This is an optimization exercise on Yosys and OpenROAD, whose aim is small area, a short achievable clock period and few clock cycles per item, not a production implementation. Only simulation tests tie the RTL to the original design; equivalence was not proved. Power is estimated from default activity; no workload was simulated.

==> flow/design.v (excerpt) <==
module bounded_fifo_with_keyed_removal_core #(
    parameter int DEPTH = 16
) (
    input  logic                              clk,
    input  logic                              rst_n,
    input  logic                              in_valid,
    output logic                              in_ready,
    input  logic [1:0]                        req_type,
    input  logic [bfkr_pkg::FIELD_W-1:0]      proc_num,
    input  logic [bfkr_pkg::FIELD_W-1:0]      arrival_time,
    input  logic [bfkr_pkg::FIELD_W-1:0]      cpu_time,
    input  logic [bfkr_pkg::FIELD_W-1:0]      search_key,
    input  logic                              cfg_valid,
    output logic                              cfg_ready,
    input  logic [bfkr_pkg::LIMIT_W-1:0]      queue_limit,
    output logic                              out_valid,
    input  logic                              out_ready,
    output logic                              status,
    output logic [bfkr_pkg::FIELD_W-1:0]      out_proc_num,
    output logic [bfkr_pkg::FIELD_W-1:0]      out_arrival_time,
    output logic [bfkr_pkg::FIELD_W-1:0]      out_cpu_time,
    output logic                              queue_empty,
    output logic [bfkr_pkg::COUNT_OUT_W-1:0]  record_count
);
clock: 5.5 ns
lec_check: 0
cap_margin: 20
core_margin: 2
core_utilization: 60
cts_cluster_diameter: 100
cts_cluster_size: 30
setup_slack_margin: 2.9
slew_margin: 20
run.sh (not shown) runs the stock make flow with config.mk's settings and CLKGATE_MAP_FILE= SYNTH_SCRIPT=/design/flow/synth_recipe.tcl, a recipe that flattens the netlist after the stock synthesis.
Testbench counts at the start, summed over its fixed seeds: cycles 4,044, items 4,000.
Then changed:
--- a/flow/config.mk
+++ b/flow/config.mk
@@ -7,5 +7,6 @@
 export LEC_CHECK = 0
+export ABC_CLOCK_PERIOD_IN_PS = 4500
 export CAP_MARGIN = 20
 export CORE_MARGIN = 2
-export CORE_UTILIZATION = 60
+export CORE_UTILIZATION = 55
 export CTS_CLUSTER_DIAMETER = 100
Outcome: Hold slack gets worse by 0.0060 ns; setup slack is better by 0.11 ns; total power went up by 3.5%; final cell count goes up by 3.8%; clock skew climbs by 0.011 ns; synthesized area stays the same.
Then changed:
--- a/flow/config.mk
+++ b/flow/config.mk
@@ -7,8 +7,8 @@
 export LEC_CHECK = 0
-export ABC_CLOCK_PERIOD_IN_PS = 4500
+export ABC_CLOCK_PERIOD_IN_PS = 3000
 export CAP_MARGIN = 20
 export CORE_MARGIN = 2
-export CORE_UTILIZATION = 55
-export CTS_CLUSTER_DIAMETER = 100
-export CTS_CLUSTER_SIZE = 30
+export CORE_UTILIZATION = 65
+export CTS_CLUSTER_DIAMETER = 80
+export CTS_CLUSTER_SIZE = 24
 export SETUP_SLACK_MARGIN = 2.9
- first-iteration DRC count climbs by 6.7%
- cell area goes down by 1.1%
- sequential cell count stays the same
- power is about the same
- sequential power goes up by about 2%
- clock power goes up by 7.7%
- non-clock buffer count shrinks by 27
Then changed:
--- a/flow/config.mk
+++ b/flow/config.mk
@@ -7,9 +7,8 @@
 export LEC_CHECK = 0
-export ABC_CLOCK_PERIOD_IN_PS = 3000
 export CAP_MARGIN = 20
 export CORE_MARGIN = 2
-export CORE_UTILIZATION = 65
-export CTS_CLUSTER_DIAMETER = 80
-export CTS_CLUSTER_SIZE = 24
-export SETUP_SLACK_MARGIN = 2.9
+export CORE_UTILIZATION = 55
+export CTS_CLUSTER_DIAMETER = 100
+export CTS_CLUSTER_SIZE = 30
+export SETUP_SLACK_MARGIN = 2.7
 export SLEW_MARGIN = 20
The new run finished clean.
Final area decreases by 2.7%.
Maximum frequency decreases by 2.4%.
Non-clock buffer count decreases by 65.
Count of clock-buffer cells in the layout decreases by 15.
Power decreases by 2.7%.
Worst hold slack barely changes.
Wire length increases by about 0.3%.
Final cell count increases by 1.0%.
Combinational power decreases by 9.5%.
Core utilization decreases by 13 points.
Via count decreases by 4.8%.
Then changed:
--- a/flow/config.mk
+++ b/flow/config.mk
@@ -12,3 +12,4 @@
 export CTS_CLUSTER_SIZE = 30
-export SETUP_SLACK_MARGIN = 2.7
+export SETUP_SLACK_MARGIN = 2.9
 export SLEW_MARGIN = 20
+export TNS_END_PERCENT = 30
The new run passed the timing, design-rule and antenna checks.
Design area goes up by 4.0%.
Wire length goes up by about 6%.
Register-to-register slack gets better by 0.05 ns.
Then changed:
--- a/flow/config.mk
+++ b/flow/config.mk
@@ -7,2 +7,3 @@
 export LEC_CHECK = 0
+export ABC_CLOCK_PERIOD_IN_PS = 3000
 export CAP_MARGIN = 20
@@ -10,6 +11,3 @@
 export CORE_UTILIZATION = 55
-export CTS_CLUSTER_DIAMETER = 100
-export CTS_CLUSTER_SIZE = 30
 export SETUP_SLACK_MARGIN = 2.9
 export SLEW_MARGIN = 20
-export TNS_END_PERCENT = 30
=> Routed wire length is higher by 1.7%. Utilization climbs by 2.0 points. Clock power goes up by 73%. Clock skew grows by 0.017 ns. Total power went up by 14%.

## port drivers added, routing unchanged
Ports are ideal in the flow. The routed layouts listed here were re-timed in OpenROAD. Step 1: set_driving_cell puts a clkbuf_16 on clk and a buf_2 on each other input, an assumption about the parent block. Step 2 also shifts input and output timing later by t, the mid clock arrival at the registers, as if the neighbouring blocks saw the same clock. Slacks: ideal / step 1 / step 2; pairs: ideal / step 1.
| run | t (ns) | setup WS [ns] | worst hold slack (ns) | worst setup path after step 2 |
|---|---|---|---|---|
| the first run | 0.686 | 2.695 / 2.695 / 2.177 | 0.494 / 0.494 / 0.494 | input to register |
| the second run | 0.702 | 2.804 / 2.750 / 2.249 | 0.488 / 0.488 / 0.488 | input to register |
| the third run | 0.718 | 2.722 / 2.722 / 2.150 | 0.489 / 0.489 / 0.489 | input to register |
| the fourth run | 0.696 | 2.655 / 2.631 / 2.051 | 0.490 / 0.490 / 0.490 | input to register |
| the fifth run | 0.708 | 2.720 / 2.720 / 2.108 | 0.492 / 0.492 / 0.492 | input to register |
| the sixth run | 0.748 | 2.710 / 2.710 / 2.120 | 0.488 / 0.488 / 0.488 | input to register |
After both steps every run listed still meets setup and hold. For the fifth run, which loses most, drivers alone change the setup slack by 0.000 ns; drivers and shift together by -0.612 ns.
